From an optimization exercise on the open Yosys and OpenROAD flow, aimed at small area, a short achievable clock period and few clock cycles per item; shortcuts taken in it are not production practice. Where RTL was checked, it was by simulation tests only, not by an equivalence proof against the original. Function not checked in run 4: the RTL went through the layout flow alone. The clock port is modelled as an ideal driver; clocking choices that lean on that would not hold on a real chip. Power and IR drop assume default switching activity.

==> design.v <==
package sp_octet_pkg;
   localparam int DW_DEF = 16;
endpackage
module sp_tg_lane (
   input  logic [23:0] enc0,    
   input  logic [23:0] enc1,    
   input  logic [15:0] b0,
   input  logic [15:0] b1,
   input  logic [15:0] fb0,
   input  logic [15:0] fb1,
   output logic [15:0] row0,
   output logic [15:0] row1
);
   logic [7:0] nx0, nx1;
   logic [15:0] pp0_0;
   logic [13:0] pp0_1;
   logic [11:0] pp0_2;
   logic [9:0] pp0_3;
   logic [7:0] pp0_4;
   logic [5:0] pp0_5;
   logic [3:0] pp0_6;
   logic [1:0] pp0_7;
   logic [15:0] pp1_0;
   logic [13:0] pp1_1;
   logic [11:0] pp1_2;
   logic [9:0] pp1_3;
   logic [7:0] pp1_4;
   logic [5:0] pp1_5;
   logic [3:0] pp1_6;
   logic [1:0] pp1_7;
   logic s9_0, c9_0, s10_1, c10_1, s11_2, c11_2, s11_3, c11_3, s12_4, c12_4, s12_5, c12_5, s12_6, c12_6, s13_7, c13_7, s13_8, c13_8, s13_9, c13_9, s13_10, c13_10, s14_11, c14_11, s14_12, c14_12, s14_13, c14_13, s14_14, c14_14, s14_15, c14_15, s5_16, c5_16, s6_17, c6_17, s7_18, c7_18, s7_19, c7_19, s8_20, c8_20, s8_21, c8_21, s8_22, c8_22, s9_23, c9_23, s9_24, c9_24, s9_25, c9_25, s9_26, c9_26, s10_27, c10_27, s10_28, c10_28, s10_29, c10_29, s10_30, c10_30, s11_31, c11_31, s11_32, c11_32, s11_33, c11_33, s11_34, c11_34, s12_35, c12_35, s12_36, c12_36, s12_37, c12_37, s12_38, c12_38, s13_39, c13_39, s13_40, c13_40, s13_41, c13_41, s13_42, c13_42, s14_43, c14_43, s14_44, c14_44, s14_45, c14_45, s14_46, c14_46, s3_47, c3_47, s4_48, c4_48, s4_49, c4_49, s5_50, c5_50, s5_51, c5_51, s5_52, c5_52, s6_53, c6_53, s6_54, c6_54, s6_55, c6_55, s7_56, c7_56, s7_57, c7_57, s7_58, c7_58, s8_59, c8_59, s8_60, c8_60, s8_61, c8_61, s9_62, c9_62, s9_63, c9_63, s9_64, c9_64, s10_65, c10_65, s10_66, c10_66, s10_67, c10_67, s11_68, c11_68, s11_69, c11_69, s11_70, c11_70, s12_71, c12_71, s12_72, c12_72, s12_73, c12_73, s13_74, c13_74, s13_75, c13_75, s13_76, c13_76, s14_77, c14_77, s14_78, c14_78, s14_79, c14_79, s1_80, c1_80, s2_81, c2_81, s2_82, c2_82, s3_83, c3_83, s3_84, c3_84, s4_85, c4_85, s4_86, c4_86, s5_87, c5_87, s5_88, c5_88, s6_89, c6_89, s6_90, c6_90, s7_91, c7_91, s7_92, c7_92, s8_93, c8_93, s8_94, c8_94, s9_95, c9_95, s9_96, c9_96, s10_97, c10_97, s10_98, c10_98, s11_99, c11_99, s11_100, c11_100, s12_101, c12_101, s12_102, c12_102, s13_103, c13_103, s13_104, c13_104, s14_105, c14_105, s14_106, c14_106, s0_107, c0_107, s1_108, c1_108, s2_109, c2_109, s3_110, c3_110, s4_111, c4_111, s5_112, c5_112, s6_113, c6_113, s7_114, c7_114, s8_115, c8_115, s9_116, c9_116, s10_117, c10_117, s11_118, c11_118, s12_119, c12_119, s13_120, c13_120, s14_121, c14_121, s0_122, c0_122, s1_123, c1_123, s2_124, c2_124, s3_125, c3_125, s4_126, c4_126, s5_127, c5_127, s6_128, c6_128, s7_129, c7_129, s8_130, c8_130, s9_131, c9_131, s10_132, c10_132, s11_133, c11_133, s12_134, c12_134, s13_135, c13_135, s14_136, c14_136, x15_0, x15_1, x15_2, x15_3, x15_4, x15_5, x15_6, x15_7, x15_8, x15_9, x15_10, x15_11, x15_12, x15_13, x15_14, x15_15, x15_16, x15_17, x15_18, x15_19, x15_20, x15_21, x15_22, x15_23, x15_24, x15_25, x15_26, x15_27, x15_28, x15_29, x15_30, x15_31, x15_32, x15_33;
   for (genvar j = 0; j < 8; j++) begin : g_pp0
      logic one, two, neg;
      logic [16:0] bx;
      logic [15-2*j:0] row;
      assign one = enc0[3*j];
      assign two = enc0[3*j+1];
      assign neg = enc0[3*j+2];
      assign bx = {b0, 1'b0};
      assign row[0] = one & bx[1];
      for (genvar k = 1; k < 16 - 2*j; k++) begin : g_bit
         assign row[k] = ((one & bx[k+1]) | (two & bx[k])) ^ neg;
      end
      assign nx0[j] = neg & ~row[0];
      if (j == 0) assign pp0_0 = row;
      if (j == 1) assign pp0_1 = row;
      if (j == 2) assign pp0_2 = row;
      if (j == 3) assign pp0_3 = row;
      if (j == 4) assign pp0_4 = row;
      if (j == 5) assign pp0_5 = row;
      if (j == 6) assign pp0_6 = row;
      if (j == 7) assign pp0_7 = row;
   end
   for (genvar j = 0; j < 8; j++) begin : g_pp1
      logic one, two, neg;
      logic [16:0] bx;
      logic [15-2*j:0] row;
      assign one = enc1[3*j];
      assign two = enc1[3*j+1];
      assign neg = enc1[3*j+2];
      assign bx = {b1, 1'b0};
      assign row[0] = one & bx[1];
      for (genvar k = 1; k < 16 - 2*j; k++) begin : g_bit
         assign row[k] = ((one & bx[k+1]) | (two & bx[k])) ^ neg;
      end
      assign nx1[j] = neg & ~row[0];
      if (j == 0) assign pp1_0 = row;
      if (j == 1) assign pp1_1 = row;
      if (j == 2) assign pp1_2 = row;
      if (j == 3) assign pp1_3 = row;
      if (j == 4) assign pp1_4 = row;
      if (j == 5) assign pp1_5 = row;
      if (j == 6) assign pp1_6 = row;
      if (j == 7) assign pp1_7 = row;
   end
   sp_ha u_ha0 (.a(pp0_0[9]), .b(pp0_1[7]), .s(s9_0), .co(c9_0));
   sp_fa u_fa1 (.a(pp0_0[10]), .b(pp0_1[8]), .c(pp0_2[6]), .s(s10_1), .co(c10_1));
   sp_fa u_fa2 (.a(pp0_0[11]), .b(pp0_1[9]), .c(pp0_2[7]), .s(s11_2), .co(c11_2));
   sp_fa u_fa3 (.a(pp0_3[5]), .b(pp0_4[3]), .c(pp0_5[1]), .s(s11_3), .co(c11_3));
   sp_fa u_fa4 (.a(pp0_0[12]), .b(pp0_1[10]), .c(pp0_2[8]), .s(s12_4), .co(c12_4));
   sp_fa u_fa5 (.a(pp0_3[6]), .b(pp0_4[4]), .c(pp0_5[2]), .s(s12_5), .co(c12_5));
   sp_ha u_ha6 (.a(pp0_6[0]), .b(pp1_0[12]), .s(s12_6), .co(c12_6));
   sp_fa u_fa7 (.a(pp0_0[13]), .b(pp0_1[11]), .c(pp0_2[9]), .s(s13_7), .co(c13_7));
   sp_fa u_fa8 (.a(pp0_3[7]), .b(pp0_4[5]), .c(pp0_5[3]), .s(s13_8), .co(c13_8));
   sp_fa u_fa9 (.a(pp0_6[1]), .b(nx0[6]), .c(pp1_0[13]), .s(s13_9), .co(c13_9));
   sp_fa u_fa10 (.a(pp1_1[11]), .b(pp1_2[9]), .c(pp1_3[7]), .s(s13_10), .co(c13_10));
   sp_fa u_fa11 (.a(pp0_0[14]), .b(pp0_1[12]), .c(pp0_2[10]), .s(s14_11), .co(c14_11));
   sp_fa u_fa12 (.a(pp0_3[8]), .b(pp0_4[6]), .c(pp0_5[4]), .s(s14_12), .co(c14_12));
   sp_fa u_fa13 (.a(pp0_6[2]), .b(pp0_7[0]), .c(pp1_0[14]), .s(s14_13), .co(c14_13));
   sp_fa u_fa14 (.a(pp1_1[12]), .b(pp1_2[10]), .c(pp1_3[8]), .s(s14_14), .co(c14_14));
   sp_ha u_ha15 (.a(pp1_4[6]), .b(pp1_5[4]), .s(s14_15), .co(c14_15));
   sp_ha u_ha16 (.a(pp0_0[5]), .b(pp0_1[3]), .s(s5_16), .co(c5_16));
   sp_fa u_fa17 (.a(pp0_0[6]), .b(pp0_1[4]), .c(pp0_2[2]), .s(s6_17), .co(c6_17));
   sp_fa u_fa18 (.a(pp0_0[7]), .b(pp0_1[5]), .c(pp0_2[3]), .s(s7_18), .co(c7_18));
   sp_fa u_fa19 (.a(pp0_3[1]), .b(nx0[3]), .c(pp1_0[7]), .s(s7_19), .co(c7_19));
   sp_fa u_fa20 (.a(pp0_0[8]), .b(pp0_1[6]), .c(pp0_2[4]), .s(s8_20), .co(c8_20));
   sp_fa u_fa21 (.a(pp0_3[2]), .b(pp0_4[0]), .c(pp1_0[8]), .s(s8_21), .co(c8_21));
   sp_ha u_ha22 (.a(pp1_1[6]), .b(pp1_2[4]), .s(s8_22), .co(c8_22));
   sp_fa u_fa23 (.a(pp0_2[5]), .b(pp0_3[3]), .c(pp0_4[1]), .s(s9_23), .co(c9_23));
   sp_fa u_fa24 (.a(nx0[4]), .b(pp1_0[9]), .c(pp1_1[7]), .s(s9_24), .co(c9_24));
   sp_fa u_fa25 (.a(pp1_2[5]), .b(pp1_3[3]), .c(pp1_4[1]), .s(s9_25), .co(c9_25));
   sp_ha u_ha26 (.a(nx1[4]), .b(fb1[9]), .s(s9_26), .co(c9_26));
   sp_fa u_fa27 (.a(pp0_3[4]), .b(pp0_4[2]), .c(pp0_5[0]), .s(s10_27), .co(c10_27));
   sp_fa u_fa28 (.a(pp1_0[10]), .b(pp1_1[8]), .c(pp1_2[6]), .s(s10_28), .co(c10_28));
   sp_fa u_fa29 (.a(pp1_3[4]), .b(pp1_4[2]), .c(pp1_5[0]), .s(s10_29), .co(c10_29));
   sp_fa u_fa30 (.a(fb1[10]), .b(c9_0), .c(s10_1), .s(s10_30), .co(c10_30));
   sp_fa u_fa31 (.a(nx0[5]), .b(pp1_0[11]), .c(pp1_1[9]), .s(s11_31), .co(c11_31));
   sp_fa u_fa32 (.a(pp1_2[7]), .b(pp1_3[5]), .c(pp1_4[3]), .s(s11_32), .co(c11_32));
   sp_fa u_fa33 (.a(pp1_5[1]), .b(nx1[5]), .c(fb1[11]), .s(s11_33), .co(c11_33));
   sp_fa u_fa34 (.a(c10_1), .b(s11_2), .c(s11_3), .s(s11_34), .co(c11_34));
   sp_fa u_fa35 (.a(pp1_1[10]), .b(pp1_2[8]), .c(pp1_3[6]), .s(s12_35), .co(c12_35));
   sp_fa u_fa36 (.a(pp1_4[4]), .b(pp1_5[2]), .c(pp1_6[0]), .s(s12_36), .co(c12_36));
   sp_fa u_fa37 (.a(fb1[12]), .b(s12_6), .c(c11_2), .s(s12_37), .co(c12_37));
   sp_fa u_fa38 (.a(c11_3), .b(s12_4), .c(s12_5), .s(s12_38), .co(c12_38));
   sp_fa u_fa39 (.a(pp1_4[5]), .b(pp1_5[3]), .c(pp1_6[1]), .s(s13_39), .co(c13_39));
   sp_fa u_fa40 (.a(nx1[6]), .b(fb1[13]), .c(c12_6), .s(s13_40), .co(c13_40));
   sp_fa u_fa41 (.a(c12_4), .b(c12_5), .c(s13_7), .s(s13_41), .co(c13_41));
   sp_fa u_fa42 (.a(s13_8), .b(s13_9), .c(s13_10), .s(s13_42), .co(c13_42));
   sp_fa u_fa43 (.a(pp1_6[2]), .b(pp1_7[0]), .c(fb1[14]), .s(s14_43), .co(c14_43));
   sp_fa u_fa44 (.a(s14_15), .b(c13_7), .c(c13_8), .s(s14_44), .co(c14_44));
   sp_fa u_fa45 (.a(c13_9), .b(c13_10), .c(s14_11), .s(s14_45), .co(c14_45));
   sp_fa u_fa46 (.a(s14_12), .b(s14_13), .c(s14_14), .s(s14_46), .co(c14_46));
   sp_fa u_fa47 (.a(pp0_0[3]), .b(pp0_1[1]), .c(nx0[1]), .s(s3_47), .co(c3_47));
   sp_fa u_fa48 (.a(pp0_0[4]), .b(pp0_1[2]), .c(pp0_2[0]), .s(s4_48), .co(c4_48));
   sp_ha u_ha49 (.a(pp1_0[4]), .b(pp1_1[2]), .s(s4_49), .co(c4_49));
   sp_fa u_fa50 (.a(pp0_2[1]), .b(nx0[2]), .c(pp1_0[5]), .s(s5_50), .co(c5_50));
   sp_fa u_fa51 (.a(pp1_1[3]), .b(pp1_2[1]), .c(nx1[2]), .s(s5_51), .co(c5_51));
   sp_ha u_ha52 (.a(fb1[5]), .b(s5_16), .s(s5_52), .co(c5_52));
   sp_fa u_fa53 (.a(pp0_3[0]), .b(pp1_0[6]), .c(pp1_1[4]), .s(s6_53), .co(c6_53));
   sp_fa u_fa54 (.a(pp1_2[2]), .b(pp1_3[0]), .c(fb1[6]), .s(s6_54), .co(c6_54));
   sp_fa u_fa55 (.a(c5_16), .b(s6_17), .c(fb0[6]), .s(s6_55), .co(c6_55));
   sp_fa u_fa56 (.a(pp1_1[5]), .b(pp1_2[3]), .c(pp1_3[1]), .s(s7_56), .co(c7_56));
   sp_fa u_fa57 (.a(nx1[3]), .b(fb1[7]), .c(c6_17), .s(s7_57), .co(c7_57));
   sp_fa u_fa58 (.a(s7_18), .b(s7_19), .c(fb0[7]), .s(s7_58), .co(c7_58));
   sp_fa u_fa59 (.a(pp1_3[2]), .b(pp1_4[0]), .c(fb1[8]), .s(s8_59), .co(c8_59));
   sp_fa u_fa60 (.a(s8_22), .b(c7_18), .c(c7_19), .s(s8_60), .co(c8_60));
   sp_fa u_fa61 (.a(s8_20), .b(s8_21), .c(fb0[8]), .s(s8_61), .co(c8_61));
   sp_fa u_fa62 (.a(c8_22), .b(s9_26), .c(s9_0), .s(s9_62), .co(c9_62));
   sp_fa u_fa63 (.a(c8_20), .b(c8_21), .c(s9_23), .s(s9_63), .co(c9_63));
   sp_fa u_fa64 (.a(s9_24), .b(s9_25), .c(fb0[9]), .s(s9_64), .co(c9_64));
   sp_fa u_fa65 (.a(c9_26), .b(c9_23), .c(c9_24), .s(s10_65), .co(c10_65));
   sp_fa u_fa66 (.a(c9_25), .b(s10_27), .c(s10_28), .s(s10_66), .co(c10_66));
   sp_fa u_fa67 (.a(s10_29), .b(fb0[10]), .c(s10_30), .s(s10_67), .co(c10_67));
   sp_fa u_fa68 (.a(c10_27), .b(c10_28), .c(c10_29), .s(s11_68), .co(c11_68));
   sp_fa u_fa69 (.a(s11_31), .b(s11_32), .c(s11_33), .s(s11_69), .co(c11_69));
   sp_fa u_fa70 (.a(c10_30), .b(fb0[11]), .c(s11_34), .s(s11_70), .co(c11_70));
   sp_fa u_fa71 (.a(c11_31), .b(c11_32), .c(c11_33), .s(s12_71), .co(c12_71));
   sp_fa u_fa72 (.a(s12_35), .b(s12_36), .c(c11_34), .s(s12_72), .co(c12_72));
   sp_fa u_fa73 (.a(s12_37), .b(fb0[12]), .c(s12_38), .s(s12_73), .co(c12_73));
   sp_fa u_fa74 (.a(c12_35), .b(c12_36), .c(s13_39), .s(s13_74), .co(c13_74));
   sp_fa u_fa75 (.a(s13_40), .b(c12_37), .c(c12_38), .s(s13_75), .co(c13_75));
   sp_fa u_fa76 (.a(fb0[13]), .b(s13_41), .c(s13_42), .s(s13_76), .co(c13_76));
   sp_fa u_fa77 (.a(c13_39), .b(s14_43), .c(c13_40), .s(s14_77), .co(c14_77));
   sp_fa u_fa78 (.a(c13_41), .b(c13_42), .c(s14_44), .s(s14_78), .co(c14_78));
   sp_fa u_fa79 (.a(fb0[14]), .b(s14_45), .c(s14_46), .s(s14_79), .co(c14_79));
   sp_fa u_fa80 (.a(pp0_0[1]), .b(nx0[0]), .c(pp1_0[1]), .s(s1_80), .co(c1_80));
   sp_fa u_fa81 (.a(pp0_0[2]), .b(pp0_1[0]), .c(pp1_0[2]), .s(s2_81), .co(c2_81));
   sp_ha u_ha82 (.a(pp1_1[0]), .b(fb1[2]), .s(s2_82), .co(c2_82));
   sp_fa u_fa83 (.a(pp1_0[3]), .b(pp1_1[1]), .c(nx1[1]), .s(s3_83), .co(c3_83));
   sp_fa u_fa84 (.a(fb1[3]), .b(s3_47), .c(fb0[3]), .s(s3_84), .co(c3_84));
   sp_fa u_fa85 (.a(pp1_2[0]), .b(fb1[4]), .c(s4_49), .s(s4_85), .co(c4_85));
   sp_fa u_fa86 (.a(c3_47), .b(s4_48), .c(fb0[4]), .s(s4_86), .co(c4_86));
   sp_fa u_fa87 (.a(c4_49), .b(c4_48), .c(s5_50), .s(s5_87), .co(c5_87));
   sp_fa u_fa88 (.a(s5_51), .b(s5_52), .c(fb0[5]), .s(s5_88), .co(c5_88));
   sp_fa u_fa89 (.a(c5_50), .b(c5_51), .c(s6_53), .s(s6_89), .co(c6_89));
   sp_fa u_fa90 (.a(s6_54), .b(c5_52), .c(s6_55), .s(s6_90), .co(c6_90));
   sp_fa u_fa91 (.a(c6_53), .b(c6_54), .c(s7_56), .s(s7_91), .co(c7_91));
   sp_fa u_fa92 (.a(s7_57), .b(c6_55), .c(s7_58), .s(s7_92), .co(c7_92));
   sp_fa u_fa93 (.a(c7_56), .b(s8_59), .c(c7_57), .s(s8_93), .co(c8_93));
   sp_fa u_fa94 (.a(s8_60), .b(c7_58), .c(s8_61), .s(s8_94), .co(c8_94));
   sp_fa u_fa95 (.a(c8_59), .b(c8_60), .c(s9_62), .s(s9_95), .co(c9_95));
   sp_fa u_fa96 (.a(s9_63), .b(c8_61), .c(s9_64), .s(s9_96), .co(c9_96));
   sp_fa u_fa97 (.a(c9_62), .b(c9_63), .c(s10_65), .s(s10_97), .co(c10_97));
   sp_fa u_fa98 (.a(s10_66), .b(c9_64), .c(s10_67), .s(s10_98), .co(c10_98));
   sp_fa u_fa99 (.a(c10_65), .b(c10_66), .c(s11_68), .s(s11_99), .co(c11_99));
   sp_fa u_fa100 (.a(s11_69), .b(c10_67), .c(s11_70), .s(s11_100), .co(c11_100));
   sp_fa u_fa101 (.a(c11_68), .b(c11_69), .c(s12_71), .s(s12_101), .co(c12_101));
   sp_fa u_fa102 (.a(c11_70), .b(s12_72), .c(s12_73), .s(s12_102), .co(c12_102));
   sp_fa u_fa103 (.a(c12_71), .b(s13_74), .c(c12_72), .s(s13_103), .co(c13_103));
   sp_fa u_fa104 (.a(c12_73), .b(s13_75), .c(s13_76), .s(s13_104), .co(c13_104));
   sp_fa u_fa105 (.a(c13_74), .b(s14_77), .c(c13_75), .s(s14_105), .co(c14_105));
   sp_fa u_fa106 (.a(c13_76), .b(s14_78), .c(s14_79), .s(s14_106), .co(c14_106));
   sp_ha u_ha107 (.a(pp0_0[0]), .b(pp1_0[0]), .s(s0_107), .co(c0_107));
   sp_fa u_fa108 (.a(nx1[0]), .b(fb1[1]), .c(s1_80), .s(s1_108), .co(c1_108));
   sp_fa u_fa109 (.a(s2_82), .b(c1_80), .c(s2_81), .s(s2_109), .co(c2_109));
   sp_fa u_fa110 (.a(c2_82), .b(c2_81), .c(s3_83), .s(s3_110), .co(c3_110));
   sp_fa u_fa111 (.a(c3_83), .b(s4_85), .c(c3_84), .s(s4_111), .co(c4_111));
   sp_fa u_fa112 (.a(c4_85), .b(s5_87), .c(c4_86), .s(s5_112), .co(c5_112));
   sp_fa u_fa113 (.a(c5_87), .b(s6_89), .c(c5_88), .s(s6_113), .co(c6_113));
   sp_fa u_fa114 (.a(c6_89), .b(s7_91), .c(c6_90), .s(s7_114), .co(c7_114));
   sp_fa u_fa115 (.a(c7_91), .b(s8_93), .c(c7_92), .s(s8_115), .co(c8_115));
   sp_fa u_fa116 (.a(c8_93), .b(s9_95), .c(c8_94), .s(s9_116), .co(c9_116));
   sp_fa u_fa117 (.a(c9_95), .b(s10_97), .c(c9_96), .s(s10_117), .co(c10_117));
   sp_fa u_fa118 (.a(c10_97), .b(s11_99), .c(c10_98), .s(s11_118), .co(c11_118));
   sp_fa u_fa119 (.a(c11_99), .b(s12_101), .c(c11_100), .s(s12_119), .co(c12_119));
   sp_fa u_fa120 (.a(c12_101), .b(s13_103), .c(c12_102), .s(s13_120), .co(c13_120));
   sp_fa u_fa121 (.a(c13_103), .b(s14_105), .c(c13_104), .s(s14_121), .co(c14_121));
   sp_ha u_ha122 (.a(fb1[0]), .b(s0_107), .s(s0_122), .co(c0_122));
   sp_fa u_fa123 (.a(c0_107), .b(fb0[1]), .c(s1_108), .s(s1_123), .co(c1_123));
   sp_fa u_fa124 (.a(c1_108), .b(fb0[2]), .c(s2_109), .s(s2_124), .co(c2_124));
   sp_fa u_fa125 (.a(c2_109), .b(s3_110), .c(s3_84), .s(s3_125), .co(c3_125));
   sp_fa u_fa126 (.a(c3_110), .b(s4_86), .c(s4_111), .s(s4_126), .co(c4_126));
   sp_fa u_fa127 (.a(s5_88), .b(c4_111), .c(s5_112), .s(s5_127), .co(c5_127));
   sp_fa u_fa128 (.a(c5_112), .b(s6_113), .c(s6_90), .s(s6_128), .co(c6_128));
   sp_fa u_fa129 (.a(c6_113), .b(s7_92), .c(s7_114), .s(s7_129), .co(c7_129));
   sp_fa u_fa130 (.a(s8_94), .b(c7_114), .c(s8_115), .s(s8_130), .co(c8_130));
   sp_fa u_fa131 (.a(s9_96), .b(c8_115), .c(s9_116), .s(s9_131), .co(c9_131));
   sp_fa u_fa132 (.a(s10_98), .b(c9_116), .c(s10_117), .s(s10_132), .co(c10_132));
   sp_fa u_fa133 (.a(s11_100), .b(c10_117), .c(s11_118), .s(s11_133), .co(c11_133));
   sp_fa u_fa134 (.a(s12_102), .b(c11_118), .c(s12_119), .s(s12_134), .co(c12_134));
   sp_fa u_fa135 (.a(s13_104), .b(c12_119), .c(s13_120), .s(s13_135), .co(c13_135));
   sp_fa u_fa136 (.a(s14_106), .b(c13_120), .c(s14_121), .s(s14_136), .co(c14_136));
   sp_x2 u_x1 (.a(pp0_0[15]), .b(pp0_1[13]), .y(x15_0));
   sp_x2 u_x2 (.a(pp0_2[11]), .b(pp0_3[9]), .y(x15_1));
   sp_x2 u_x3 (.a(pp0_4[7]), .b(pp0_5[5]), .y(x15_2));
   sp_x2 u_x4 (.a(pp0_6[3]), .b(pp0_7[1]), .y(x15_3));
   sp_x2 u_x5 (.a(nx0[7]), .b(pp1_0[15]), .y(x15_4));
   sp_x2 u_x6 (.a(pp1_1[13]), .b(pp1_2[11]), .y(x15_5));
   sp_x2 u_x7 (.a(pp1_3[9]), .b(pp1_4[7]), .y(x15_6));
   sp_x2 u_x8 (.a(pp1_5[5]), .b(pp1_6[3]), .y(x15_7));
   sp_x2 u_x9 (.a(pp1_7[1]), .b(nx1[7]), .y(x15_8));
   sp_x2 u_x10 (.a(fb1[15]), .b(x15_0), .y(x15_9));
   sp_x2 u_x11 (.a(x15_1), .b(x15_2), .y(x15_10));
   sp_x2 u_x12 (.a(x15_3), .b(x15_4), .y(x15_11));
   sp_x2 u_x13 (.a(x15_5), .b(x15_6), .y(x15_12));
   sp_x2 u_x14 (.a(x15_7), .b(x15_8), .y(x15_13));
   sp_x2 u_x15 (.a(c14_15), .b(c14_11), .y(x15_14));
   sp_x2 u_x16 (.a(c14_12), .b(c14_13), .y(x15_15));
   sp_x2 u_x17 (.a(c14_14), .b(c14_43), .y(x15_16));
   sp_x2 u_x18 (.a(x15_9), .b(x15_10), .y(x15_17));
   sp_x2 u_x19 (.a(x15_11), .b(x15_12), .y(x15_18));
   sp_x2 u_x20 (.a(x15_13), .b(x15_14), .y(x15_19));
   sp_x2 u_x21 (.a(x15_15), .b(x15_16), .y(x15_20));
   sp_x2 u_x22 (.a(x15_17), .b(x15_18), .y(x15_21));
   sp_x2 u_x23 (.a(c14_44), .b(x15_19), .y(x15_22));
   sp_x2 u_x24 (.a(x15_20), .b(x15_21), .y(x15_23));
   sp_x2 u_x25 (.a(fb0[15]), .b(c14_45), .y(x15_24));
   sp_x2 u_x26 (.a(c14_46), .b(c14_77), .y(x15_25));
   sp_x2 u_x27 (.a(x15_22), .b(x15_23), .y(x15_26));
   sp_x2 u_x28 (.a(x15_24), .b(x15_25), .y(x15_27));
   sp_x2 u_x29 (.a(c14_78), .b(x15_26), .y(x15_28));
   sp_x2 u_x30 (.a(c14_79), .b(x15_27), .y(x15_29));
   sp_x2 u_x31 (.a(x15_28), .b(c14_105), .y(x15_30));
   sp_x2 u_x32 (.a(x15_29), .b(c14_106), .y(x15_31));
   sp_x2 u_x33 (.a(x15_30), .b(x15_31), .y(x15_32));
   sp_x2 u_x34 (.a(c14_121), .b(x15_32), .y(x15_33));
   assign row0 = {c14_136, c13_135, c12_134, c11_133, c10_132, c9_131, c8_130, c7_129, c6_128, c5_127, c4_126, c3_125, c2_124, c1_123, c0_122, s0_122};
   assign row1 = {x15_33, s14_136, s13_135, s12_134, s11_133, s10_132, s9_131, s8_130, s7_129, s6_128, s5_127, s4_126, s3_125, s2_124, s1_123, fb0[0]};
endmodule
module sp_fa (input logic a, b, c, output logic s, co);
   assign s  = a ^ b ^ c;
   assign co = (a & b) | (a & c) | (b & c);
endmodule
module sp_x2 (input logic a, b, output logic y);
   assign y = a ^ b;
endmodule
module sp_ha (input logic a, b, output logic s, co);
   assign s  = a ^ b;
   assign co = a & b;
endmodule
module sp_octet_tiled
#(
   parameter int NUM_TG = 2,
   parameter int DW     = sp_octet_pkg::DW_DEF,
   parameter int KW     = 8
)
(
   input  logic                   clk,
   input  logic                   rstn,
   input  logic                   start,
   input  logic [KW-1:0]          k_steps,
   output logic                   busy,
   input  logic                   c_valid,
   output logic                   c_ready,
   input  logic [NUM_TG*4*DW-1:0] c_data,
   input  logic                   ab_valid,
   output logic                   ab_ready,
   input  logic [NUM_TG*4*DW-1:0] a_data,
   input  logic [NUM_TG*8-1:0]    idx_data,
   input  logic [8*DW-1:0]        b_data,
   output logic                   out_valid,
   input  logic                   out_ready,
   output logic [NUM_TG*4*DW-1:0] out_data
);
   logic          cur_v, cur_first, nxt_v;
   logic [KW-1:0] cur_rem, nxt_k, k_eff;
   logic          cur_last;
   logic          st_acc, ab_hs, out_hs;
   logic          x_v, x_first, x_last;
   logic          y_fin;        
   logic          drain;        
   logic          c_seen;       
   logic          cur_v_n, cur_first_n, nxt_v_n;
   logic [KW-1:0] cur_rem_n, nxt_k_n;
   logic          x_v_n, x_first_n, x_last_n, y_fin_n, c_seen_n, out_valid_n;
   logic          c_ready_n, ab_ready_n, out_block_n, c_ok_n, cur_last_n;
   assign k_eff    = (k_steps == '0) ? KW'(1) : k_steps;
   assign cur_last = (cur_rem == KW'(1));
   assign busy     = nxt_v;
   assign st_acc   = start & ~nxt_v;
   assign ab_hs    = ab_valid & ab_ready;
   assign out_hs   = out_valid & out_ready;
   assign drain    = y_fin & (~out_valid | out_ready);
   always_comb begin
      cur_v_n     = cur_v;
      cur_first_n = cur_first;
      cur_rem_n   = cur_rem;
      nxt_v_n     = nxt_v;
      nxt_k_n     = nxt_k;
      if (!cur_v || (ab_hs && cur_last)) begin
         if (nxt_v) begin
            cur_v_n     = 1'b1;
            cur_first_n = 1'b1;
            cur_rem_n   = nxt_k;
            nxt_v_n     = 1'b0;
         end else if (start) begin
            cur_v_n     = 1'b1;
            cur_first_n = 1'b1;
            cur_rem_n   = k_eff;
         end else begin
            cur_v_n     = 1'b0;
         end
      end else begin
         if (ab_hs) begin
            cur_first_n = 1'b0;
            cur_rem_n   = cur_rem - KW'(1);
         end
         if (st_acc) begin
            nxt_v_n = 1'b1;
            nxt_k_n = k_eff;
         end
      end
      cur_last_n = (cur_rem_n == KW'(1));
      x_v_n     = ab_hs;
      x_first_n = cur_first & ab_hs;
      x_last_n  = cur_last;
      y_fin_n   = (x_v && x_last) ? 1'b1 : drain ? 1'b0 : y_fin;
      c_ready_n = x_v_n & x_first_n;
      c_seen_n  = c_valid & ~c_ready;
      c_ok_n    = c_seen_n & ~c_ready_n;
      out_valid_n = drain ? 1'b1 : out_hs ? 1'b0 : out_valid;
      out_block_n = (y_fin_n & out_valid_n) | (x_v_n & x_last_n & (out_valid_n | y_fin_n));
      ab_ready_n  = cur_v_n & (~cur_first_n | c_ok_n) & ~out_block_n;
   end
   always_ff @(posedge clk) begin
      if (!rstn) begin
         cur_v     <= 1'b0;
         cur_first <= 1'b0;
         cur_rem   <= '0;
         nxt_v     <= 1'b0;
         nxt_k     <= '0;
         x_v       <= 1'b0;
         x_first   <= 1'b0;
         x_last    <= 1'b0;
         y_fin     <= 1'b0;
         c_seen    <= 1'b0;
         out_valid <= 1'b0;
         c_ready   <= 1'b0;
         ab_ready  <= 1'b0;
      end else begin
         cur_v     <= cur_v_n;
         cur_first <= cur_first_n;
         cur_rem   <= cur_rem_n;
         nxt_v     <= nxt_v_n;
         nxt_k     <= nxt_k_n;
         x_v       <= x_v_n;
         x_first   <= x_first_n;
         x_last    <= x_last_n;
         y_fin     <= y_fin_n;
         c_seen    <= c_seen_n;
         out_valid <= out_valid_n;
         c_ready   <= c_ready_n;
         ab_ready  <= ab_ready_n;
      end
   end
   logic [8*24-1:0]        enc_in, xenc;
   logic [16*DW-1:0]       bsel_in, xbsel;
   logic [8*DW-1:0]        y0, y1, r0, r1, res;
   for (genvar w = 0; w < 8; w++) begin : g_enc
      logic [16:0] wx;
      assign wx = {a_data[w*DW +: DW], 1'b0};
      for (genvar j = 0; j < 8; j++) begin : g_dig
         logic x2, x1, x0;
         assign x2 = wx[2*j+2];
         assign x1 = wx[2*j+1];
         assign x0 = wx[2*j];
         assign enc_in[24*w+3*j] = x1 ^ x0;
         assign enc_in[24*w+3*j+1] = (x2 & ~x1 & ~x0) | (~x2 & x1 & x0);
         assign enc_in[24*w+3*j+2] = x2;
      end
   end
   for (genvar q = 0; q < 8; q++) begin : g_sel
      for (genvar c = 0; c < 2; c++) begin : g_col
         logic [1:0] i;
         assign i = idx_data[2*q +: 2];
         assign bsel_in[(2*q+c)*DW +: DW] = b_data[(4*c + i)*DW +: DW];
      end
   end
   always_ff @(posedge clk) begin
      xenc  <= ab_hs ? enc_in : '0;
      xbsel <= bsel_in;
   end
   logic [8*DW-1:0] fb0, fb1;
   assign fb0 = x_first ? c_data : y0;
   assign fb1 = x_first ? '0 : y1;
   for (genvar t = 0; t < NUM_TG; t++) begin : g_tg
      for (genvar r = 0; r < 2; r++) begin : g_row
         for (genvar c = 0; c < 2; c++) begin : g_col
            localparam int L = 4*t + 2*r + c;
            localparam int Q = 4*t + 2*r;
            sp_tg_lane u_lane (
               .enc0 (xenc[24*Q +: 24]),
               .enc1 (xenc[24*(Q+1) +: 24]),
               .b0   (xbsel[(2*Q + c)*DW +: DW]),
               .b1   (xbsel[(2*(Q+1) + c)*DW +: DW]),
               .fb0  (fb0[L*DW +: DW]),
               .fb1  (fb1[L*DW +: DW]),
               .row0 (r0[L*DW +: DW]),
               .row1 (r1[L*DW +: DW])
            );
         end
      end
   end
   always_ff @(posedge clk) begin
      y0 <= r0;
      y1 <= r1;
   end
   for (genvar l = 0; l < 8; l++) begin : g_res
      always_ff @(posedge clk) begin
         if (drain) res[l*DW +: DW] <= y0[l*DW +: DW] + y1[l*DW +: DW];
      end
   end
   assign out_data = res;
endmodule
==> run.sh <==
#!/bin/bash
# synth_recipe.tcl (not shown) runs the flow's synth.tcl, then flattens the netlist and writes it again
# the make line also repeats each setting of config.mk as NAME=value (left out here)
make -C /OpenROAD-flow-scripts/flow DESIGN_CONFIG=/design/flow/config.mk WORK_HOME=/design/flow/orfs CLKGATE_MAP_FILE= SYNTH_SCRIPT=/design/flow/synth_recipe.tcl finish
==> config.mk <==
export PLATFORM = sky130hd
export DESIGN_NAME = sp_octet_tiled
export DESIGN_NICKNAME = sp_octet_tiled
export VERILOG_FILES = /design/flow/design.v
export SDC_FILE = /design/flow/constraint.sdc
export NUM_CORES = 4
export LEC_CHECK = 0
export CAP_MARGIN = 20
export CORE_MARGIN = 2
export CORE_UTILIZATION = 40
export SLEW_MARGIN = 20
export SYNTH_HIERARCHICAL = 1
export SYNTH_MINIMUM_KEEP_SIZE = 0
==> constraint.sdc <==
create_clock -name core_clock -period 12.0 [get_ports {clk}]
set_input_delay 2.4000 -clock core_clock [delete_from_list [all_inputs] [get_ports {clk}]]
set_output_delay 2.4000 -clock core_clock [all_outputs]
set_load 0.01 [all_outputs]
==> results of run 1 <==
-- layout by cell type, fill, tap and decap left out, types with 24 or more instances in the layout --
master	n
dfxtp_1	714
a211oi_1	24
nor2b_1	286
ha_1	210
a22oi_1	923
a21oi_1	149
mux4_2	256
clkbuf_16	112
xor2_1	304
edfxtp_1	128
buf_4	111
nor2_1	111
a21o_1	44
nand3b_1	60
a22oi_2	105
mux2_2	128
clkdlybuf4s50_1	528
diode_2	87
and2_1	138
xnor2_1	1155
and3_1	86
nand2_1	59
or3b_2	56
fa_1	1016
o21ai_0	63
-- per-module statistics from Yosys, one instance, submodules excluded --
module,copies in the design,flip-flops and latches,cells inside
sp_tg_lane,8,0,372
sp_x2,272,0,1
sp_octet_tiled,1,858,2692
sp_ha,88,0,1
sp_fa,1008,0,1
-- area by class of cell --
cell class,count,share of cell area
multi-input cells,5358,0.6472
inverters,21,0.0008649
flip-flops and latches,858,0.2028
diodes,87,0.002389
well taps,2688,0.03690
clock buffers,151,0.03444
repair buffers,655,0.06817
clock inverters,51,0.007248
-- tightest hold or removal path, stage by stage, from the launching register on --
cell and delay, ns:
dfxtp_1 0.31, nand3_1 0.06, nand2_1 0.05
-- synthesized netlist by cell type (60+ instances only) --
cell	number	share of area
a22oi_2	105	0.016
and2_1	139	0.011
buf_6	88	0.012
buf_4	280	0.025
dfxtp_1	730	0.18
xnor2_1	1155	0.12
a21oi_1	149	0.0090
ha_1	210	0.032
mux2_2	128	0.017
edfxtp_1	128	0.047
xor2_1	304	0.032
mux4_2	256	0.070
a22oi_1	923	0.084
buf_2	274	0.017
nand2_1	60	0.0027
o21ai_0	63	0.0038
nor2_1	111	0.0050
fa_1	1016	0.25
nand3b_1	60	0.0055
nor2b_1	286	0.022
and3_1	86	0.0065
clkbuf_1	102	0.0046
-- metal layers --
layer  share of wire  routed length (um)  up-vias
met1            0.40              121400    30723
met3           0.088               26810      757
met4           0.064               19650       34
met2            0.45              137400     3451
met5         0.00076                 231        -
li1                -                   -    24631
-- cells by family (layout without fill, tap and decap cells) --
group | Yosys count | after routing | synth area share
adder cells (fa/ha/maj) | 1226 | 1226 | 0.2779
AND/OR/NAND/NOR | 853 | 853 | 0.06190
other | 0 | 87 | 0
XOR/XNOR | 1459 | 1459 | 0.1546
multiplexers | 396 | 396 | 0.08867
flip-flops | 858 | 858 | 0.2234
buffers and inverters | 820 | 878 | 0.06296
AO/OA/AOI/OAI | 1424 | 1424 | 0.1305
-- state kept, by name (all words and copies together), names as in the netlist, 8 cells and up --
signal / flops
cur_rem: 8
nxt_k: 8
res: 128
xbsel: 256
xenc: 192
y0: 128
y1: 128
-- worst min path at each step --
stage	start	to	slack (ns)
final	cur_rem[6]	cur_rem[6]	0.47
after global routing	cur_rem[6]	cur_rem[6]	0.49
after CTS	cur_rem[6]	cur_rem[6]	0.47
after detailed placement	cur_rem[6]	cur_rem[6]	0.46
after global placement	cur_rem[6]	cur_rem[6]	0.45
after floorplan	cur_rem[6]	cur_rem[6]	0.43
-- power groups by stage --
stage | clock [mW] | sequential, mW | combinational (mW)
floorplan | 0 | 4.09 | 9.27
global placement | 0 | 4.53 | 8.52
detailed placement | 0 | 4.52 | 8.85
CTS | 3.58 | 4.47 | 8.94
global route | 3.69 | 4.54 | 10.1
finish | 3.52 | 4.50 | 8.85
==> results.py, run 1 <==
metrics = {
    "run": {
        "cap_viol_max_count": 0,
    },
    "critical_path": {
        "cpPeakStageDelay_ns": 0.85,
        "reg2reg_from": "x_first",
        "crit_path_end": "y1[78]",
        "r2r-end": "y1[78]",
        "crit_chain": "buf_4 > buf_4 > nor2b_1 > fa_1 > fa_1 > fa_1 > fa_1 > fa_1",
        "arrival_ns": 5.57,
        "criticalPathCategory": "reg2reg",
        "cp-end-kind": "register",
        "cp_common_cell": "fa_1",
        "cp-start-kind": "register",
        "regToRegSetupSlack_ns": 7.09,
        "crit_cells": 8,
        "crit_required_ns": 12.66,
        "cp_max_fo": 56,
        "cp_slowest_cell": "dfxtp_4",
        "ff2ff_path_depth": 8,
        "critPathLaunch": "x_first",
        "crit_buf_inv": 2,
        "critPathTopFamily": "adder cells",
    },
    "synthesis": {
        "yosysWarnings": 7,
        "synth_area_sq_mm": 0.08264,
        "ys_ff_latch": 858,
        "ys_dominant_reg_cell": "dfxtp_1",
        "syn_area_per_cell_sq_um": 11.74,
        "ys_seq_area_frac": 0.2234,
        "async_flop_share": 0,
        "synth_cells": 7036,
        "synth_nets": 8676,
        "synth.distinct_cells": 75,
        "synth_edf_count": 128,
    },
    "power_and_ir_drop": {
        "p_seq_frac": 0.267,
        "clkPwrFrac": 0.209,
        "power_density_mw_per_mm2": 185.1,
        "p_int_mw": 9.927,
        "p_switching_mw": 6.941,
        "power_frac_comb": 0.525,
        "power_mw": 16.87,
        "switching_share": 0.4115,
        "peakVddDrop_uv": 121.1,
        "p_leak_nw": 35.19,
    },
    "final_layout": {
        "fillers": 18959,
        "seq_area_sq_mm": 0.01848,
        "fin_util": 0.4446,
        "fin_area_sq_mm": 0.09114,
        "fin_cells": 9869,
        "area_growth_pct": 10.29,
        "drive_gt1_frac": 0.1260,
        "fin_nets": 8641,
        "multi_input_area_sq_mm": 0.05899,
    },
    "clocking": {
        "cts.clk_slew.worst_paths_ns": 0.06,
        "clockBufferDepth": 3,
        "cts_num_sinks": 858,
        "hold_buffers": 0,
        "tritoncts": "yes",
        "clk_latency_ns": 0.80,
        "cts_root_buffer": "clkbuf_16",
        "htree_num_levels": 3,
        "postCtsResizedCells": 0,
        "cts_buffers": 107,
        "post_cts_buffers": 0,
    },
    "sta": {
        "hold_viol": 0,
        "fin_skew_ns": 0.05852,
        "worst_pin_slew_ns": 1.231,
        "timing.hold.ws_ns": 0.4674,
        "slew_viol_final": 0,
        "timing.final.crit_share": 0.4092,
        "setup_viol": 0,
        "max_freq_mhz": 203.7,
        "fin_crit_ns": 4.910,
        "setup_tns_ns": 0,
        "maxSlewHeadroom": 0.1783,
        "rsz0062_at_grt": "false",
        "postLayoutSetupSlackWorst_ns": 7.090,
    },
    "global_route": {
        "grt_util_all_layers": 0.2885,
        "grt_max_degree": 114,
        "gr-usage-met3": 0.05583,
        "antenna_found_initial": 122,
        "overflow": 0,
        "grt.met2_usage": 0.4351,
        "grt_busiest_layer": "met2",
        "grtUsageMet1": 0.3837,
        "grt_pass1_wl_um": 442700,
        "grt_pass1_vias": 60392,
    },
    "die": {
        "core-area_sq_mm": 0.2050,
        "boundaryPins": 546,
        "dieWidth_um": 458.5,
        "initial_core_util": 0.4031,
        "rows": 166,
        "die_y_um": 458.5,
        "die-area_sq_mm": 0.2102,
    },
    "run_status": {
        "status": "complete, no violations",
    },
    "detailed_routing": {
        "via_per_inst": 6.039,
        "drtAntennaViolNets": 0,
        "wl_per_cell_um": 30.95,
        "wl_um": 305500,
        "num_vias": 59596,
        "remaining_drc_errors": 0,
        "drt_pass1_iterations": 6,
        "drt-initial-drc-count": 6950,
    },
    "placed_design": {
        "gp_congestion": 1.002,
        "placedCellCount": 9580,
        "dpl_cell_area_sq_mm": 0.08712,
        "dp_hpwl_um": 233700,
        "dpl_worst_slack_ns": 6.826,
        "io_buffer_count": 545,
    },
    "worst_hold_path": {
        "holdPathStages": 2,
        "hold_class": "reg2reg",
    },
}
Testbench counts, summed over its fixed seeds: cycles 4,491, tiles 512.
==> inputs of run 2 (changes only) <==
==> flow/run.sh (new file) <==
#!/bin/bash
# The standard layout (standard.sh: its synthesis, steps and constraints unchanged) with
# settings of how the layout is made, read from flow/settings.txt:
#   MARGIN: SETUP_SLACK_MARGIN, the setup slack ORFS's timing repair aims for at the design's
#     clock period, so it keeps improving the critical paths past what 12 ns needs.
#   PORT_BUF: the buffer cell that buffer_ports puts on every input and output port.
#   CTS_ARGS: the arguments of clock_tree_synthesis.
# Each tool's full output is in ORFS's log folder (orfs/logs/...); make's own output is kept in
# make.log here.
set -euo pipefail
source flow/settings.txt
bash standard.sh SETUP_SLACK_MARGIN="$MARGIN" BUFFER_PORTS_ARGS="-buffer_cell $PORT_BUF" \
   CTS_ARGS="$CTS_ARGS" finish > make.log 2>&1
==> flow/settings.txt (new file) <==
MARGIN=8
PORT_BUF=sky130_fd_sc_hd__buf_1
CTS_ARGS="-sink_clustering_enable -repair_clock_nets -dont_use_dummy_load"
==> standard.sh (new file) <==
#!/bin/bash
# synth_recipe.tcl (not shown) runs the flow's synth.tcl, then flattens the netlist and writes it again
# the make line also repeats each setting of config.mk as NAME=value (left out here)
make -C /OpenROAD-flow-scripts/flow DESIGN_CONFIG=/design/flow/config.mk WORK_HOME=/design/flow/orfs CLKGATE_MAP_FILE= SYNTH_SCRIPT=/design/flow/synth_recipe.tcl "${@:-finish}"
--- a/config.mk
+++ b/config.mk
@@ -7,7 +7,8 @@
 export LEC_CHECK = 0
 export CAP_MARGIN = 20
 export CORE_MARGIN = 2
-export CORE_UTILIZATION = 40
+export CORE_UTILIZATION = 60
+export PLACE_DENSITY = 0.75
 export SLEW_MARGIN = 20
 export SYNTH_HIERARCHICAL = 1
 export SYNTH_MINIMUM_KEEP_SIZE = 0
removed: run.sh
==> results.py, run 2 <==
metrics = {
    "critical_path": {
        "arrival_ns": 4.60,
        "cp-end-kind": "register",
        "crit_required_ns": 12.59,
        "cp_max_fo": 1,
        "cp_common_cell": "fa_1",
        "cp-start-kind": "primary input",
        "cp_slowest_cell": "fa_1",
        "crit_chain": "buf_1 > mux2_2 > fa_1 > fa_2 > fa_1 > fa_1",
        "regToRegSetupSlack_ns": 8.03,
        "cpPeakStageDelay_ns": 0.52,
        "criticalPathCategory": "in2reg",
    },
    "synthesis": {
        "yosysTopAreaCell": "fa_1",
        "synth_top_area_frac": 0.2461,
        "yosysMostFrequentCell": "xnor2_1",
        "synth_edf_count": 128,
        "ys_seq_area_frac": 0.2234,
        "synth_nets": 8676,
        "ys_top_cells_by_count": "xnor2_1, fa_1, a22oi_1",
        "synth_area_sq_mm": 0.08264,
        "synth_cells": 7036,
        "yosysWarnings": 7,
        "syn_area_per_cell_sq_um": 11.74,
        "synth.distinct_cells": 75,
        "yosys-top-cells-area": "fa_1, dfxtp_1, xnor2_1",
        "async_flop_share": 0,
        "ys_dominant_reg_cell": "dfxtp_1",
        "ys_ff_latch": 858,
    },
    "sta": {
        "worst_pin_slew_ns": 1.149,
        "fin_skew_ns": 0.06343,
        "max_freq_mhz": 249.3,
        "setup_tns_ns": 0,
        "timing.final.crit_share": 0.3342,
        "hold_viol": 0,
        "rsz0062_at_grt": "true",
        "setup_viol": 0,
        "maxSlewHeadroom": 0.2343,
        "slew_viol_final": 0,
        "fin_crit_ns": 4.010,
    },
    "detailed_routing": {
        "wl_per_cell_um": 31.36,
        "drtAntennaViolNets": 0,
        "drt-initial-drc-count": 7857,
        "wl_um": 278500,
        "num_vias": 60431,
        "remaining_drc_errors": 0,
        "via_per_inst": 6.805,
        "drt_pass1_iterations": 6,
    },
    "global_route": {
        "overflow": 0,
        "grt_pass1_wl_um": 400600,
        "grt_max_degree": 64,
        "antenna_found_initial": 85,
        "grt_util_all_layers": 0.3842,
        "grt_pass1_vias": 60649,
    },
    "final_layout": {
        "area_growth_pct": 6.185,
        "fin_area_sq_mm": 0.08775,
        "largest-register": "xbsel",
        "fin_nets": 8694,
        "largest_register_ffs": 256,
        "seq_area_sq_mm": 0.01893,
        "drive_gt1_frac": 0.1704,
        "top_regs": "xbsel x256, xenc x192",
        "multi_input_area_sq_mm": 0.05954,
        "mostFrequentLayoutCell": "xnor2_1",
        "fillers": 10665,
        "mostFrequentLayoutCells": "xnor2_1, a22oi_1, fa_1, dfxtp_1, buf_1",
    },
    "clocking": {
        "tritoncts": "yes",
        "cts_num_sinks": 858,
        "hold_buffers": 0,
        "cts_buffers": 98,
        "cts.clk_slew.worst_paths_ns": 0.06,
        "clk_latency_ns": 0.71,
    },
    "placed_design": {
        "dpl_cell_area_sq_mm": 0.08299,
        "gp_congestion": 1.007,
        "io_buffer_count": 545,
        "dp_hpwl_um": 204900,
    },
    "run_status": {
        "status": "complete, no violations",
    },
    "die": {
        "rows": 136,
        "initial_core_util": 0.6025,
        "core-area_sq_mm": 0.1372,
        "die-area_sq_mm": 0.1407,
        "dieWidth_um": 375.1,
        "boundaryPins": 546,
        "die_y_um": 375.1,
    },
    "run": {
        "cap_viol_max_count": 0,
    },
    "worst_hold_path": {
        "hold_class": "reg2reg",
    },
    "power_and_ir_drop": {
        "peakVddDrop_uv": 156.1,
        "power_density_mw_per_mm2": 182.7,
        "p_leak_nw": 33.66,
    },
}
## run 2: cell counts after synthesis
Identical to the previous run, type by type.
## run 2: area by class of cell
cell class / count / area share
flip-flops and latches: 858 / 0.2158
well taps: 1794 / 0.02558
repair buffers: 717 / 0.05025
diodes: 35 / 0.0009981
clock buffers: 98 / 0.02795
multi-input cells: 5358 / 0.6786
inverters: 21 / 0.0008983
## run 2: critical path: cells and delay by family
kind / cells / cell delay, ns
buffers and inverters: 1 / 0.09
muxes: 1 / 0.30
adders and majority gates: 4 / 1.80
## run 2: through the flow
step	total power, mW	hold slack [ns]	setup WS (ns)	utilization	instances
6_report	16.03	0.4777	7.990	0.6398	8881
5_1_grt	17.35	0.5013	7.955	0.6393	8854
4_1_cts	16.05	0.4741	7.905	0.6286	8786
3_5_place_dp	13.33	0.4653	6.894	0.6051	8672
3_3_place_gp	13.00	0.4737	6.917	0.6051	8672
2_1_floorplan	13.58	0.4340	7.413	-	7036
## run 2: Yosys stat by module (local to each module, per instance)
module          cell area (sq um)  copies in the design  flops+latches  cells inside
sp_fa                       20.02                  1008              0             1
sp_ha                       12.51                    88              0             1
sp_octet_tiled              35580                     1            858          2692
sp_tg_lane                   2924                     8              0           372
sp_x2                       8.758                   272              0             1
## run 2: power by group
| part | internal, mW | switching, mW | total [mW] |
|---|---|---|---|
| combinational | 4.22 | 4.73 | 8.95 |
| clock | 1.42 | 1.18 | 2.60 |
| sequential | 3.78 | 0.702 | 4.49 |
## run 2: logic make-up (layout without fill, tap and decap cells)
group,after synthesis,in the layout,share of synthesized area
buffers and inverters,820,836,0.06296
xor gates and xnor gates,1459,1459,0.1546
other,0,35,0
muxes,396,396,0.08867
AOI/OAI and AO/OA,1424,1424,0.1305
DFF,858,858,0.2234
adders and majority gates,1226,1226,0.2779
and+or+nand+nor,853,853,0.06190
## run 2: path summary, 6_finish.rpt
| kind | start | cells past startpoint | endpoint |
|---|---|---|---|
| worst min register to register | cur_rem[6] | 2 | cur_rem[6] |
| worst max-delay path | c_data[45] | 6 | y1[46] |
| worst min-delay path | cur_rem[6] | 2 | cur_rem[6] |
| worst max register to register | xbsel[233] | 8 | y1[110] |
## run 2: layer usage
| layer | global-route usage | vias up | routed length (um) |
|---|---|---|---|
| met5 | 0 | - | 571 |
| met4 | 0.1701 | 94 | 16160 |
| met3 | 0.1365 | 952 | 38150 |
| met2 | 0.5795 | 4267 | 120900 |
| met1 | 0.4995 | 30522 | 102700 |
| li1 | - | 24596 | - |
## run 2: what timing repair did
item	CTS	global route
setup buffers	14	46
cloned	2	14
gates resized for setup	223	232
pin swaps	2	37
setup endpoints to repair	207	63
==> inputs of run 3 (changes only) <==
--- a/config.mk
+++ b/config.mk
@@ -8,7 +8,6 @@
 export CAP_MARGIN = 20
 export CORE_MARGIN = 2
 export CORE_UTILIZATION = 60
-export PLACE_DENSITY = 0.75
 export SLEW_MARGIN = 20
 export SYNTH_HIERARCHICAL = 1
 export SYNTH_MINIMUM_KEEP_SIZE = 0
==> results.py, run 3 <==
metrics = {
    "final_layout": {
        "top_regs": "xbsel x256, xenc x192",
        "mostFrequentLayoutCells": "xnor2_1, a22oi_1, fa_1, dfxtp_1, buf_1",
        "area_growth_pct": 6.597,
        "fin_util": 0.6423,
        "fin_area_sq_mm": 0.08809,
        "fin_nets": 8708,
        "fin_cells": 8900,
        "mostFrequentLayoutCell": "xnor2_1",
        "drive_gt1_frac": 0.1762,
        "largest-register": "xbsel",
        "largest_register_ffs": 256,
    },
    "worst_hold_path": {
        "hold_class": "reg2reg",
        "holdPathEnd": "cur_rem[6]",
        "min_from": "cur_rem[6]",
        "holdPathStages": 2,
    },
    "critical_path": {
        "r2r-end": "y1[46]",
        "critPathTopFamily": "adder cells",
        "crit_buf_inv": 1,
        "cp_slowest_cell": "fa_2",
        "crit_chain": "buf_12 > a22oi_2 > xnor2_2 > fa_1 > fa_2 > fa_1 > fa_2 > fa_1 > fa_1",
        "criticalPathCategory": "reg2reg",
        "ff2ff_path_depth": 9,
        "arrival_ns": 4.59,
        "regToRegSetupSlack_ns": 7.99,
        "cp-end-kind": "register",
        "cpPeakStageDelay_ns": 0.71,
        "reg2reg_from": "xenc[48]",
        "cp-start-kind": "register",
        "cp_common_cell": "fa_1",
        "crit_required_ns": 12.58,
        "cp_max_fo": 14,
    },
    "sta": {
        "worst_pin_slew_ns": 1.256,
        "timing.hold.ws_ns": 0.4552,
        "slew_viol_final": 0,
        "max_freq_mhz": 249.7,
        "postLayoutSetupSlackWorst_ns": 7.995,
        "hold_viol": 0,
        "fin_skew_ns": 0.05299,
        "timing.final.crit_share": 0.3338,
        "fin_crit_ns": 4.005,
        "setup_viol": 0,
        "rsz0062_at_grt": "true",
        "setup_tns_ns": 0,
        "maxSlewHeadroom": 0.1627,
    },
    "placed_design": {
        "placedCellCount": 8687,
        "dpl_worst_slack_ns": 7.304,
        "io_buffer_count": 545,
        "dpl_cell_area_sq_mm": 0.08311,
        "gp_congestion": 1.027,
        "dp_hpwl_um": 211700,
    },
    "detailed_routing": {
        "drt-initial-drc-count": 6952,
        "via_per_inst": 6.775,
        "wl_um": 286800,
        "num_vias": 60298,
        "remaining_drc_errors": 0,
        "drtAntennaViolNets": 0,
        "drt_pass1_iterations": 6,
        "wl_per_cell_um": 32.23,
    },
    "die": {
        "die-area_sq_mm": 0.1407,
        "die_y_um": 375.1,
        "core-area_sq_mm": 0.1372,
        "dieWidth_um": 375.1,
        "boundaryPins": 546,
        "initial_core_util": 0.6025,
        "rows": 136,
    },
    "synthesis": {
        "ys_top_cells_by_count": "xnor2_1, fa_1, a22oi_1",
        "synth_area_sq_mm": 0.08264,
        "synth_top_area_frac": 0.2461,
        "ys_dominant_reg_cell": "dfxtp_1",
        "async_flop_share": 0,
        "yosysTopAreaCell": "fa_1",
        "synth.distinct_cells": 75,
        "syn_area_per_cell_sq_um": 11.74,
        "synth_edf_count": 128,
        "yosysWarnings": 7,
        "synth_nets": 8676,
        "ys_seq_area_frac": 0.2234,
        "yosysMostFrequentCell": "xnor2_1",
        "yosys-top-cells-area": "fa_1, dfxtp_1, xnor2_1",
        "ys_ff_latch": 858,
        "synth_cells": 7036,
    },
    "run_status": {
        "status": "complete, no violations",
    },
    "clocking": {
        "cts_num_sinks": 858,
        "cts.clk_slew.worst_paths_ns": 0.06,
        "tritoncts": "yes",
        "cts_buffers": 99,
        "clk_latency_ns": 0.73,
    },
    "global_route": {
        "gr-usage-met3": 0.1521,
        "grt_busiest_layer": "met2",
        "overflow": 0,
        "grt.met2_usage": 0.5846,
        "grt_max_degree": 88,
        "grt_pass1_wl_um": 413700,
        "grtUsageMet1": 0.5316,
        "antenna_found_initial": 97,
        "grt_util_all_layers": 0.3993,
        "grt_pass1_vias": 60676,
    },
    "power_and_ir_drop": {
        "p_leak_nw": 33.79,
        "power_mw": 16.11,
        "peakVddDrop_uv": 183.9,
        "power_density_mw_per_mm2": 182.8,
    },
    "run": {
        "cap_viol_max_count": 0,
    },
}
## run 3: modules after synthesis (local to each module, per instance)
module,flip-flops and latches,area (sq um),times used,cells inside
sp_fa,0,20.02,1008,1
sp_ha,0,12.51,88,1
sp_octet_tiled,858,35580,1,2692
sp_tg_lane,0,2924,8,372
sp_x2,0,8.758,272,1
## run 3: what timing repair did
action                                  CTS  global route
buffers inserted                          3            47
hold buffers                              0             0
resized for setup                       246           249
endpoints found under the setup margin   96            57
pin swaps                                 9            69
gates cloned                              3            20
## run 3: where the power goes
part	switching [mW]	total (mW)	internal (mW)	leakage (nW)
clock	1.20	2.63	1.43	1.22
combinational	4.78	8.98	4.21	25.3
sequential	0.706	4.49	3.79	7.30
total	6.68	16.1	9.42	33.8
## run 3: metal layers
layer  share of wire  vias to the layer above
met4           0.049                      118
met2            0.43                     3981
met5          0.0030                        -
met1            0.38                    30671
li1                -                    24635
met3            0.14                      893
## run 3: logic make-up after synthesis
kind of cell | synth area share
adder cells (fa/ha/maj) | 0.2779
XOR/XNOR | 0.1546
AO/OA/AOI/OAI | 0.1305
buffers and inverters | 0.06296
flip-flops | 0.2234
multiplexers | 0.08867
AND/OR/NAND/NOR | 0.06190
## run 3: area by class of cell
cell class / instances / area, sq um
Multi-Input combinational cell: 5358 / 59620
Fill cell: 10990 / 49060
Sequential cell: 858 / 18930
Timing Repair Buffer: 730 / 4634
Clock buffer: 99 / 2477
Tap cell: 1794 / 2245
Antenna cell: 40 / 100.1
Inverter: 21 / 78.83
## run 3: worst max-delay path by stage
stage / start / endpoint / cells after the start / slack, ns
detailed placement: c_data[45] / y1[46] / 6 / 7.30
global route: xbsel[232] / y1[110] / 8 / 7.92
finish: xenc[48] / y1[46] / 9 / 7.99
global placement: c_data[45] / y1[46] / 6 / 7.33
CTS: xenc[73] / y1[46] / 9 / 7.95
floorplan: c_data[124] / y1[125] / 6 / 7.41
## run 3: worst reg2reg max path, stage by stage (launching register included)
cell and delay, ns:
dfxtp_4 0.40, buf_12 0.18, a22oi_2 0.10, xnor2_2 0.27
fa_1 0.48, fa_2 0.71, fa_1 0.47, fa_2 0.35
fa_1 0.50, fa_1 0.41
==> inputs of run 4 (changes only) <==
--- a/design.v
+++ b/design.v
@@ -396,8 +396,14 @@
          assign bsel_in[(2*q+c)*DW +: DW] = b_data[(4*c + i)*DW +: DW];
       end
    end
+   for (genvar d = 0; d < 8*8; d++) begin : g_xenc
+      always_ff @(posedge clk) begin
+         xenc[3*d]   <= ab_hs & enc_in[3*d];
+         xenc[3*d+1] <= ab_hs & enc_in[3*d+1];
+         xenc[3*d+2] <= enc_in[3*d+2];
+      end
+   end
    always_ff @(posedge clk) begin
-      xenc  <= ab_hs ? enc_in : '0;
       xbsel <= bsel_in;
    end
    logic [8*DW-1:0] fb0, fb1;
==> results.py, run 4 <==
metrics = {
    "critical_path": {
        "cp-start-kind": "primary input",
        "cp-end-kind": "register",
        "crit_required_ns": 12.57,
        "arrival_ns": 4.58,
        "cp_max_fo": 1,
        "criticalPathCategory": "in2reg",
    },
    "die": {
        "die_y_um": 374.3,
        "boundaryPins": 546,
        "die-area_sq_mm": 0.1401,
        "dieWidth_um": 374.3,
        "initial_core_util": 0.6058,
        "rows": 135,
        "core-area_sq_mm": 0.1358,
    },
    "sta": {
        "maxSlewHeadroom": 0.1167,
        "postLayoutSetupSlackWorst_ns": 7.990,
        "slew_viol_final": 0,
        "rsz0062_at_grt": "true",
        "timing.final.crit_share": 0.3342,
        "fin_crit_ns": 4.010,
        "max_freq_mhz": 249.4,
        "timing.hold.ws_ns": 0.4800,
        "worst_pin_slew_ns": 1.325,
        "hold_viol": 0,
        "setup_viol": 0,
        "fin_skew_ns": 0.05852,
        "setup_tns_ns": 0,
    },
    "global_route": {
        "grt_util_all_layers": 0.3858,
        "grt_pass1_wl_um": 401400,
        "antenna_found_initial": 87,
        "overflow": 0,
        "grt_max_degree": 71,
        "grt_pass1_vias": 60029,
    },
    "final_layout": {
        "area_growth_pct": 7.881,
        "fin_nets": 8795,
        "mostFrequentLayoutCells": "xnor2_1, a22oi_1, fa_1, dfxtp_1, buf_1",
        "fin_cells": 8983,
        "mostFrequentLayoutCell": "xnor2_1",
        "multi_input_area_sq_mm": 0.05984,
        "largest_register_ffs": 256,
        "seq_area_sq_mm": 0.01897,
        "largest-register": "xbsel",
        "top_regs": "xbsel x256, xenc x192",
        "drive_gt1_frac": 0.1845,
        "fillers": 10662,
        "fin_util": 0.6535,
    },
    "worst_hold_path": {
        "hold_class": "reg2reg",
    },
    "placed_design": {
        "gp_congestion": 1.005,
        "placedCellCount": 8747,
        "dpl_worst_slack_ns": 7.083,
        "io_buffer_count": 545,
        "dp_hpwl_um": 203100,
    },
    "power_and_ir_drop": {
        "p_leak_nw": 30.80,
        "switching_share": 0.4271,
        "p_seq_frac": 0.229,
        "peakVddDrop_uv": 281.6,
        "p_int_mw": 11.87,
        "clkPwrFrac": 0.128,
        "power_density_mw_per_mm2": 233.4,
        "power_frac_comb": 0.643,
        "p_switching_mw": 8.846,
    },
    "synthesis": {
        "synth.distinct_cells": 84,
        "ys_seq_area_frac": 0.2244,
        "synth_area_sq_mm": 0.08227,
        "synth_nets": 8735,
        "syn_area_per_cell_sq_um": 11.60,
        "ys_ff_latch": 858,
        "synth_edf_count": 128,
        "synth_cells": 7095,
        "yosys-top-cells-area": "fa_1, dfxtp_1, xnor2_1",
        "synth_top_area_frac": 0.2472,
        "async_flop_share": 0,
        "ys_dominant_reg_cell": "dfxtp_1",
        "yosysMostFrequentCell": "xnor2_1",
        "ys_top_cells_by_count": "xnor2_1, fa_1, a22oi_1",
        "yosysWarnings": 7,
        "yosysTopAreaCell": "fa_1",
    },
    "detailed_routing": {
        "drt_pass1_iterations": 9,
        "wl_per_cell_um": 31.03,
        "via_per_inst": 6.652,
        "drt-initial-drc-count": 7037,
        "drtAntennaViolNets": 0,
        "wl_um": 278800,
        "num_vias": 59753,
        "remaining_drc_errors": 0,
    },
    "clocking": {
        "cts_num_sinks": 858,
        "clk_latency_ns": 0.74,
        "cts.clk_slew.worst_paths_ns": 0.05,
        "tritoncts": "yes",
        "cts_buffers": 101,
    },
    "run": {
        "cap_viol_max_count": 0,
    },
    "run_status": {
        "status": "complete, no violations",
    },
}
[run 4: cell count changes after synthesis, moves of 10 or more]
cell      change
a31oi_1      -10
inv_1        +13
nor3b_1      +10
xnor2_1      -16
nor2b_1      -15
nand2_1      +43
nand3b_1     -56
nor2_1      +196
clkbuf_1     -26
and3_1       -69
or3b_2       -56
nor3_1       +15
[run 4: final cells by class]
class,count,share of cell area
Antenna cell,49,0.001382
Clock buffer,101,0.02848
Inverter,34,0.001438
Multi-Input combinational cell,5425,0.6743
Sequential cell,858,0.2137
Tap cell,1781,0.02511
Timing Repair Buffer,735,0.05563
[run 4: power by group through the flow]
stage / logic, mW / registers, mW / clock network (mW)
after floorplan: 15.4 / 4.36 / 0
after global placement: 12.6 / 4.76 / 0
after detailed placement: 13.2 / 4.76 / 0
after CTS: 13.4 / 4.71 / 2.69
after global routing: 15.1 / 4.79 / 2.80
final: 13.3 / 4.74 / 2.65
[run 4: kinds of logic after synthesis]
group | synth area share
multiplexers | 0.08918
AO/OA/AOI/OAI | 0.1310
AND/OR/NAND/NOR | 0.05890
XOR/XNOR | 0.1543
adder cells (fa/ha/maj) | 0.2792
buffers and inverters | 0.06318
flip-flops | 0.2244
[run 4: path summary, 6_finish.rpt]
check                                start  slack [ns]  endpoint  depth (start not counted)
worst max-delay path            c_data[73]        7.99    y1[74]                          6
worst min-delay path             cur_first        0.48   c_ready                          1
worst max register to register   xenc[180]        7.99   y1[125]                          7
worst min register to register   cur_first        0.48   c_ready                          1
[run 4: stage by stage]
stage	area [sq um]	power, mW
2_1_floorplan	83400	19.75
3_3_place_gp	83170	17.40
3_5_place_dp	83170	17.93
4_1_cts	86670	20.76
5_1_grt	88690	22.69
6_report	88750	20.71
[run 4: Yosys stat by module, one instance, submodules excluded]
module / flops+latches / area [sq um] / copies in the design / cells
sp_ha: 0 / 12.51 / 88 / 1
sp_x2: 0 / 8.758 / 272 / 1
sp_tg_lane: 0 / 2924 / 8 / 372
sp_fa: 0 / 20.02 / 1008 / 1
sp_octet_tiled: 858 / 35220 / 1 / 2751
[run 4: critical path, stage by stage]
cell and delay [ns]:
buf_1 0.10, mux2_4 0.28, fa_1 0.46, fa_2 0.36
fa_1 0.54, fa_2 0.44
[run 4: what timing repair did]
item	CTS	global route
resized for setup	275	291
endpoints found under the setup margin	146	31
hold buffers	0	0
pin swaps	11	80
gates cloned	6	23
buffers inserted	8	49
[run 4: metal layers]
metal	wire (um)	track usage
met1	107300	0.5215
met2	120600	0.5642
met3	37060	0.1446
met4	13340	0.1449
met5	573	0.007890

[port drivers added, routing unchanged]
The flow's constraints put no driver on any port. The routed layouts listed below were extracted and timed again, unchanged, in two steps.
Step 1 (the two cells are an assumption about what drives the block):
set clk [get_ports {clk}]
set_driving_cell -lib_cell sky130_fd_sc_hd__clkbuf_16 $clk
set_driving_cell -lib_cell sky130_fd_sc_hd__buf_2 [delete_from_list [all_inputs] $clk]
Step 2 times the ports against the registers' clock, not the clock port: input delays grow and output delays shrink by t, the midpoint of the rising clock arrivals with the driver on.
a / b / c = ideal / step 1 / step 2; a / b = the first two.
| run | t, ns | setup WS [ns] | worst setup path at the end | slew at the worst register clock pin (ns) |
|---|---|---|---|---|
| run 1 | 0.856 | 7.090 / 7.090 / 6.832 | input to register | 0.07 / 0.07 |
| run 2 | 0.775 | 7.990 / 8.034 / 7.277 | input to register | 0.07 / 0.07 |
| run 3 | 0.800 | 7.995 / 7.995 / 7.273 | input to register | 0.07 / 0.07 |
| run 4 | 0.802 | 7.990 / 7.992 / 7.257 | input to register | 0.07 / 0.07 |
After both steps setup and hold are still met in every run listed. For run 4, which loses most, drivers alone change the setup slack by +0.002 ns; drivers and shift together by -0.733 ns.
